What follows belongs to an exercise in optimizing a design on an open flow for small area; a production flow would make more cautious choices. Function was checked by simulation only, so behaviour that the tests miss may differ from the original. No activity file was given, so power comes from the tool's default toggle rates.

Setup of indigo:
==> flow/design.v <==
package pipePkg;
	localparam int DATA_W = 16;
	localparam int SI_W = 10;
	typedef logic [SI_W-1:0] sInstrT;
endpackage
`timescale 1ns/1ps
module apbHostPort
(
	input  logic        CLK,
	input  logic        PSEL,
	input  logic        PWRITE,
	input  logic [11:0] PADDR,
	input  logic [31:0] PWDATA,
	input  logic [5:0]  ph,
	input  logic        running,
	input  logic        pcDone,
	input  logic [1:0]  rfBits,
	output logic [31:0] PRDATA,
	output logic        PREADY,
	output logic        PSLVERR,
	output logic        regWe,
	output logic [1:0]  regWdata,
	output logic        imemWe,
	output logic        runStart
);
	logic       inImem;
	logic       inReg;
	logic       isCtrl;
	logic       isPc;
	logic       imemHit;
	logic       rdy;
	logic       done;
	logic       turn;
	logic [2:0] bph;
	logic [7:0] rdq [2];
	logic [1:0] rdIn;
	assign bph = ph[2:0];
	assign inImem = PADDR[11:8] == 4'h0;
	assign inReg  = PADDR[11:6] == 6'b000100;
	assign isCtrl = PADDR[11:2] == 10'h080;
	assign isPc   = PADDR[11:2] == 10'h081;
	assign PSLVERR = ~(inImem | inReg | isCtrl | (isPc & ~PWRITE));
	assign imemHit = ph[3:0] == {PADDR[2], PADDR[7:5]};
	always_comb
	begin
		if (PWRITE)
		begin
			if (inReg)
				rdy = (bph == 3'd7) & turn;
			else if (inImem)
				rdy = imemHit;
			else
				rdy = 1'b1;
		end
		else
			rdy = (bph == 3'd0) & turn;
	end
	assign PREADY = rdy;
	assign done   = PSEL & rdy;
	always_ff @(posedge CLK)
		turn <= PSEL & ~done & (turn | (bph == 3'd0));
	assign regWe    = PSEL & PWRITE & inReg;
	assign regWdata = PWDATA[2 * bph +: 2];
	assign imemWe   = done & PWRITE & inImem;
	assign runStart = done & PWRITE & isCtrl & PWDATA[0] & ~running;
	assign rdIn[0] = inReg ? rfBits[0]
		: (isCtrl & running & (bph == 3'd0)) | (isPc & pcDone & (bph == 3'd3));
	assign rdIn[1] = inReg & rfBits[1];
	for (genvar l = 0; l < 2; l++) begin : lane
		always_ff @(posedge CLK)
			rdq[l] <= {rdIn[l], rdq[l][7:1]};
		for (genvar k = 0; k < 8; k++) begin : bitk
			assign PRDATA[2 * k + l] = rdq[l][k];
		end
	end
	assign PRDATA[31:16] = '0;
endmodule
`timescale 1ns/1ps
module instrFetch
(
	input  logic                  CLK,
	input  logic [3:0]            wrPointEn,
	input  pipePkg::sInstrT       wrData,
	output pipePkg::sInstrT       rdData
);
	logic [63:0] ring [pipePkg::SI_W];
	for (genvar i = 0; i < pipePkg::SI_W; i++) begin : bitr
		assign rdData[i] = ring[i][63];
		for (genvar k = 0; k < 4; k++) begin : quarter
			always_ff @(posedge CLK)
				ring[i][16 * k +: 16] <= {ring[i][16 * k +: 15],
					wrPointEn[k] ? wrData[i] : ring[i][(16 * k + 63) % 64]};
		end
	end
endmodule
`timescale 1ns/1ps
module decodeRegFile
(
	input  logic       CLK,
	input  logic [3:0] rdIdx,
	input  logic       we,
	input  logic [3:0] wrIdx,
	input  logic [1:0] wrBits,
	output logic [1:0] rdBits
);
	logic [7:0] ring [16][2];
	logic [1:0] tap [16];
	for (genvar r = 0; r < 16; r++) begin : reg_r
		for (genvar l = 0; l < 2; l++) begin : lane
			assign tap[r][l] = ring[r][l][7];
			always_ff @(posedge CLK)
				ring[r][l] <= {ring[r][l][6:0], (we && wrIdx == 4'(r)) ? wrBits[l] : ring[r][l][7]};
		end
	end
	assign rdBits = tap[rdIdx];
endmodule
`timescale 1ns/1ps
module subtractStage
(
	input  logic [31:0]     word,
	output pipePkg::sInstrT sInstr
);
	logic any;
	assign any = word[31] | word[30] | word[29] | word[28];
	assign sInstr = {word[29] | word[28], word[30] | word[28], any ? word[7:4] : word[3:0], word[3:0]};
endmodule
`timescale 1ns/1ps
module addStage
(
	input  logic       CLK,
	input  logic [1:0] op,
	input  logic [2:0] bph,
	input  logic [1:0] x,
	output logic [1:0] sum
);
	logic c0, c1, ci, k0, k1, cq;
	assign c0 = (op == 2'd1) | ((op == 2'd2) & (bph == 3'd1)) | ((op == 2'd3) & (bph == 3'd0));
	assign c1 = (op == 2'd1) & (bph != 3'd0);
	assign ci = (bph != 3'd0) & cq;
	assign sum[0] = x[0] ^ c0 ^ ci;
	assign k0     = (x[0] & c0) | (x[0] & ci) | (c0 & ci);
	assign sum[1] = x[1] ^ c1 ^ k0;
	assign k1     = (x[1] & c1) | (x[1] & k0) | (c1 & k0);
	always_ff @(posedge CLK)
		cq <= k1;
endmodule
`timescale 1ns/1ps
module pipeTop
(
	input  logic        CLK,
	input  logic        RSTB,
	input  logic        PSEL,
	input  logic        PENABLE,
	input  logic        PWRITE,
	input  logic [11:0] PADDR,
	input  logic [31:0] PWDATA,
	output logic [31:0] PRDATA,
	output logic        PREADY,
	output logic        PSLVERR
);
	logic [5:0]      ph;
	logic [3:0]      slotHi;
	logic [1:0]      wrPoint;
	logic            running;
	logic            pcDone;
	logic            runStart;
	logic            runEnd;
	logic            execOn;
	logic            regWe;
	logic [1:0]      regWdata;
	logic            imemWe;
	logic [3:0]      imemPointWe;
	pipePkg::sInstrT imemWdata;
	pipePkg::sInstrT tapInstr;
	pipePkg::sInstrT nextInstr;
	pipePkg::sInstrT nextInstrD;
	pipePkg::sInstrT curInstr;
	logic [1:0]      rfBits;
	logic [1:0]      sum;
	logic            rfWe;
	logic [3:0]      rfRdIdx;
	logic [3:0]      rfWrIdx;
	logic [1:0]      rfWbits;
	always_ff @(posedge CLK or negedge RSTB)
	begin
		if (!RSTB)
			ph <= '0;
		else
			ph <= ph + 6'd1;
	end
	always_ff @(posedge CLK)
	begin
		if (runStart)
			slotHi <= 4'd15;
		else if (ph == 6'd63)
			slotHi <= slotHi + 4'd1;
	end
	assign runEnd = running & slotHi[3] & ~slotHi[0] & (ph == 6'd7);
	assign execOn = running & (slotHi != 4'd15) & ((slotHi != 4'd0) | (ph[5:3] != 3'd0));
	always_ff @(posedge CLK or negedge RSTB)
	begin
		if (!RSTB)
		begin
			running <= 1'b0;
			pcDone  <= 1'b0;
		end
		else
		begin
			if (runStart)
				running <= 1'b1;
			else if (runEnd)
				running <= 1'b0;
			if (runEnd)
				pcDone <= 1'b1;
		end
	end
	apbHostPort u_apbHostPort (
		.CLK, .PSEL, .PWRITE, .PADDR, .PWDATA,
		.ph, .running, .pcDone, .rfBits,
		.PRDATA, .PREADY, .PSLVERR,
		.regWe, .regWdata, .imemWe, .runStart
	);
	subtractStage u_subtractStage (.word(PWDATA), .sInstr(imemWdata));
	assign wrPoint = ph[5:4] - PADDR[4:3];
	for (genvar k = 0; k < 4; k++) begin : pwe
		assign imemPointWe[k] = imemWe & (wrPoint == 2'(k));
	end
	instrFetch u_instrFetch (
		.CLK, .wrPointEn(imemPointWe), .wrData(imemWdata), .rdData(tapInstr)
	);
	assign nextInstrD = (ph[2:0] == slotHi[2:0]) ? tapInstr : nextInstr;
	always_ff @(posedge CLK)
	begin
		nextInstr <= nextInstrD;
		if (ph[2:0] == 3'd7)
			curInstr <= nextInstrD;
	end
	addStage u_addStage (
		.CLK, .op(curInstr[9:8]), .bph(ph[2:0]), .x(rfBits), .sum
	);
	assign rfRdIdx = running ? curInstr[3:0] : PADDR[5:2];
	assign rfWrIdx = running ? curInstr[7:4] : PADDR[5:2];
	assign rfWe    = running ? execOn : regWe;
	assign rfWbits = running ? sum : regWdata;
	decodeRegFile u_decodeRegFile (
		.CLK, .rdIdx(rfRdIdx), .we(rfWe), .wrIdx(rfWrIdx), .wrBits(rfWbits), .rdBits(rfBits)
	);
endmodule
export LEC_CHECK = 0
export ABC_AREA = 1
export CAP_MARGIN = 20
export CORE_MARGIN = 2
export CORE_UTILIZATION = 55
export SLEW_MARGIN = 20
create_clock -name core_clock -period 5.0 [get_ports {CLK}]
standard.sh (not shown) runs the stock make flow with config.mk's settings and CLKGATE_MAP_FILE= SYNTH_SCRIPT=/design/flow/synth_recipe.tcl, a recipe that flattens the netlist after the stock synthesis.
==> flow/flow/run.sh <==
#!/bin/bash
# The standard layout with three changes:
#  - after the standard synthesis, the gates between the registers are
#    re-mapped by Yosys/ABC for area (registers untouched, see remap.ys);
#  - clock tree synthesis without dummy loads;
#  - port buffers of the smallest buffer.
# Each tool's output goes to its own log in this folder.
set -euo pipefail
export CTS_ARGS="-sink_clustering_enable -repair_clock_nets -dont_use_dummy_load $(cat flow/cts_args.txt)"
export BUFFER_PORTS_ARGS="-buffer_cell sky130_fd_sc_hd__buf_1"
R=orfs/results/${FLOW_PLATFORM}/pipeTop/base
LIB=${FLOW_HOME}/platforms/${FLOW_PLATFORM}/lib/sky130_fd_sc_hd__tt_025C_1v80.lib
YOSYS=yosys
if [[ -x ${FLOW_HOME}/../tools/install/yosys/bin/yosys ]]; then YOSYS=${FLOW_HOME}/../tools/install/yosys/bin/yosys; fi
bash standard.sh synth > standard_synth.log 2>&1
cp $R/1_2_yosys.v standard_netlist.v
sed -e "s|@LIB@|$LIB|g" -e "s|@IN@|$PWD/standard_netlist.v|" -e "s|@OUT@|$PWD/remapped.v|" flow/remap.ys > remap_run.ys
$YOSYS -q -s remap_run.ys -l remap_yosys.log > /dev/null 2>&1
cp remapped.v $R/1_2_yosys.v
rm -f $R/1_synth.odb $R/1_synth.sdc
bash standard.sh > standard_flow.log 2>&1
==> flow/flow/cts_args.txt <==
-buf_list sky130_fd_sc_hd__clkbuf_16 -sink_clustering_size 36 -sink_clustering_max_diameter 45
==> flow/flow/remap.ys <==
# Re-map the combinational logic of the standard synthesis netlist for area.
# Flip-flop cells stay as they are (kept as black boxes), so every register
# keeps its name and cell type; only the gates between them are re-mapped.
read_liberty -ignore_miss_func @LIB@
blackbox sky130_fd_sc_hd__dfxtp_1 sky130_fd_sc_hd__edfxtp_1 sky130_fd_sc_hd__dfrtp_1 sky130_fd_sc_hd__dfstp_1 sky130_fd_sc_hd__dfxbp_1 sky130_fd_sc_hd__dfrbp_1
read_verilog @IN@
hierarchy -top pipeTop
flatten
opt -purge
abc -liberty @LIB@ -dont_use sky130_fd_sc_hd__lpflow_bleeder_1 -dont_use sky130_fd_sc_hd__lpflow_clkbufkapwr_1 -dont_use sky130_fd_sc_hd__lpflow_clkbufkapwr_16 -dont_use sky130_fd_sc_hd__lpflow_clkbufkapwr_2 -dont_use sky130_fd_sc_hd__lpflow_clkbufkapwr_4 -dont_use sky130_fd_sc_hd__lpflow_clkbufkapwr_8 -dont_use sky130_fd_sc_hd__lpflow_clkinvkapwr_1 -dont_use sky130_fd_sc_hd__lpflow_clkinvkapwr_16 -dont_use sky130_fd_sc_hd__lpflow_clkinvkapwr_2 -dont_use sky130_fd_sc_hd__lpflow_clkinvkapwr_4 -dont_use sky130_fd_sc_hd__lpflow_clkinvkapwr_8 -dont_use sky130_fd_sc_hd__lpflow_decapkapwr_12 -dont_use sky130_fd_sc_hd__lpflow_decapkapwr_3 -dont_use sky130_fd_sc_hd__lpflow_decapkapwr_4 -dont_use sky130_fd_sc_hd__lpflow_decapkapwr_6 -dont_use sky130_fd_sc_hd__lpflow_decapkapwr_8 -dont_use sky130_fd_sc_hd__lpflow_inputiso0n_1 -dont_use sky130_fd_sc_hd__lpflow_inputiso0p_1 -dont_use sky130_fd_sc_hd__lpflow_inputiso1n_1 -dont_use sky130_fd_sc_hd__lpflow_inputiso1p_1 -dont_use sky130_fd_sc_hd__lpflow_inputisolatch_1 -dont_use sky130_fd_sc_hd__lpflow_isobufsrc_1 -dont_use sky130_fd_sc_hd__lpflow_isobufsrc_16 -dont_use sky130_fd_sc_hd__lpflow_isobufsrc_2 -dont_use sky130_fd_sc_hd__lpflow_isobufsrc_4 -dont_use sky130_fd_sc_hd__lpflow_isobufsrc_8 -dont_use sky130_fd_sc_hd__lpflow_isobufsrckapwr_16 -dont_use sky130_fd_sc_hd__lpflow_lsbuf_lh_hl_isowell_tap_1 -dont_use sky130_fd_sc_hd__lpflow_lsbuf_lh_hl_isowell_tap_2 -dont_use sky130_fd_sc_hd__lpflow_lsbuf_lh_hl_isowell_tap_4 -dont_use sky130_fd_sc_hd__lpflow_lsbuf_lh_isowell_4 -dont_use sky130_fd_sc_hd__lpflow_lsbuf_lh_isowell_tap_1 -dont_use sky130_fd_sc_hd__lpflow_lsbuf_lh_isowell_tap_2 -dont_use sky130_fd_sc_hd__lpflow_lsbuf_lh_isowell_tap_4 -dont_use sky130_fd_sc_hd__probe_p_8 -dont_use sky130_fd_sc_hd__probec_p_8  -script "+strash;dch;map -a;"
opt_clean -purge
hilomap -hicell sky130_fd_sc_hd__conb_1 HI -locell sky130_fd_sc_hd__conb_1 LO
opt_clean -purge
insbuf -buf sky130_fd_sc_hd__buf_4 A X
opt_clean -purge
stat -liberty @LIB@
write_verilog -noattr -noexpr -nohex -nodec @OUT@
Modified inputs, xenon compared to indigo
--- a/flow/flow/run.sh
+++ b/flow/flow/run.sh
@@ -2 +2 @@
-# The standard layout with three changes:
+# The standard layout with four changes:
@@ -5 +5,4 @@
-#  - clock tree synthesis without dummy loads;
+#  - the constant-zero outputs PRDATA[31:16] share one tie cell
+#    (remap.ys maps them to one, and the tie fanout repair is skipped);
+#  - clock tree synthesis without dummy loads, with the leaf clusters of
+#    flow/cts_args.txt;
@@ -10,0 +14 @@
+export SKIP_REPAIR_TIE_FANOUT=1
==> flow/flow/cts_args.txt <==
-buf_list sky130_fd_sc_hd__clkbuf_8 -sink_clustering_size 21 -sink_clustering_max_diameter 60
--- a/flow/flow/remap.ys
+++ b/flow/flow/remap.ys
@@ -12 +12 @@
-hilomap -hicell sky130_fd_sc_hd__conb_1 HI -locell sky130_fd_sc_hd__conb_1 LO
+hilomap -singleton -hicell sky130_fd_sc_hd__conb_1 HI -locell sky130_fd_sc_hd__conb_1 LO
@@ -14 +14 @@
-insbuf -buf sky130_fd_sc_hd__buf_4 A X
+
--- a/flow/config.mk
+++ b/flow/config.mk
@@ -9 +9 @@
-export CAP_MARGIN = 20
+export CAP_MARGIN = 5
@@ -11,2 +11,2 @@
-export CORE_UTILIZATION = 55
-export SLEW_MARGIN = 20
+export CORE_UTILIZATION = 45
+export SLEW_MARGIN = 5
Notes after the runs:
- Compared with indigo, placement density in the core of xenon is lower.
- Comparing xenon and indigo, the higher shortest period the worst path allows was measured on xenon.
- xenon vs indigo on clock power: xenon is the lower one.
Inputs modified between xenon and ember:
--- a/flow/flow/run.sh
+++ b/flow/flow/run.sh
@@ -2 +2 @@
-# The standard layout with four changes:
+# The standard layout with three changes:
@@ -5,4 +5 @@
-#  - the constant-zero outputs PRDATA[31:16] share one tie cell
-#    (remap.ys maps them to one, and the tie fanout repair is skipped);
-#  - clock tree synthesis without dummy loads, with the leaf clusters of
-#    flow/cts_args.txt;
+#  - clock tree synthesis without dummy loads;
==> flow/flow/cts_args.txt <==
-buf_list sky130_fd_sc_hd__clkbuf_8 -sink_clustering_size 22 -sink_clustering_max_diameter 50
--- a/flow/config.mk
+++ b/flow/config.mk
@@ -9 +9 @@
-export CAP_MARGIN = 5
+export CAP_MARGIN = 20
@@ -11,2 +11,2 @@
-export CORE_UTILIZATION = 45
-export SLEW_MARGIN = 5
+export CORE_UTILIZATION = 55
+export SLEW_MARGIN = 20
--- outcome ---
ember: flow completed, timing, DRC and antenna clean. Clock skew on ember is up relative to xenon. From xenon to ember the numbers moved as follows: number of nets at the end of the flow did not really move, count of non-filler cells in the finished layout went down, met3 global-route usage went up. Comparing ember with xenon, the clock power came out essentially unchanged. xenon → ember: number of clock buffers inserted by TritonCTS saw an increase; power saw an increase. Looking at post-route fraction of the period consumed by the critical path across ember and xenon, the one that comes out lower is ember. Looking at highest-utilization routing layer at the global route stage, the met1 result is from ember; the met2 one comes from xenon. Remaining design rule violation count across ember and xenon: no real change. Global-route wire length before repair in ember vs xenon: down 930 µm.
diff inputs: ember => yarrow
==> flow/flow/cts_args.txt <==
-buf_list sky130_fd_sc_hd__clkbuf_8 -sink_clustering_size 21 -sink_clustering_max_diameter 60
### Flow results
Diff ember -> yarrow: routed wire length per instance moved down; cell count level; wire length the detailed router placed on met1 moved up; die area level. yarrow and ember ended up with nearly the same maximum achievable frequency. Compared to ember, the routing of yarrow uses less wire. Hold slack up 0.011 ns in yarrow wrt ember. The final setup slack of the worst path of yarrow was inferior to that of ember.

[separate check: timing with driven ports]
Ports are ideal in the flow. The routed layouts listed here were re-timed in OpenROAD.
Step 1 sets driving cells, clkbuf_16 on the clock port and buf_2 on the other inputs (assumed; they add their load-dependent delay and slew).
Step 2 adds t to the input delays and takes it off the output delays; t is the mean of the earliest and latest rising clock arrival at the registers after step 1. Input paths then give back, and output paths get back, about the clock's delay inside the block.
Three values: no drivers, after step 1, after step 2; two values: the first two.
run	t (ns)	setup WS [ns]	worst hold slack (ns)	worst register clock-pin slew, ns	pins driven straight from the clock port
indigo	0.635	1.045 / 0.995 / 0.870	0.284 / 0.284 / 0.284	0.12 / 0.12	1
xenon	0.662	0.913 / 0.867 / 0.794	0.295 / 0.295 / 0.295	0.12 / 0.12	1
ember	0.684	0.974 / 0.927 / 0.843	0.260 / 0.270 / 0.270	0.12 / 0.12	1
yarrow	0.677	0.966 / 0.918 / 0.834	0.271 / 0.271 / 0.271	0.12 / 0.12	1
After both steps setup and hold are still met in every run listed. The setup slack of indigo, which loses most, moves by -0.050 ns with the drivers and by -0.175 ns with both steps.
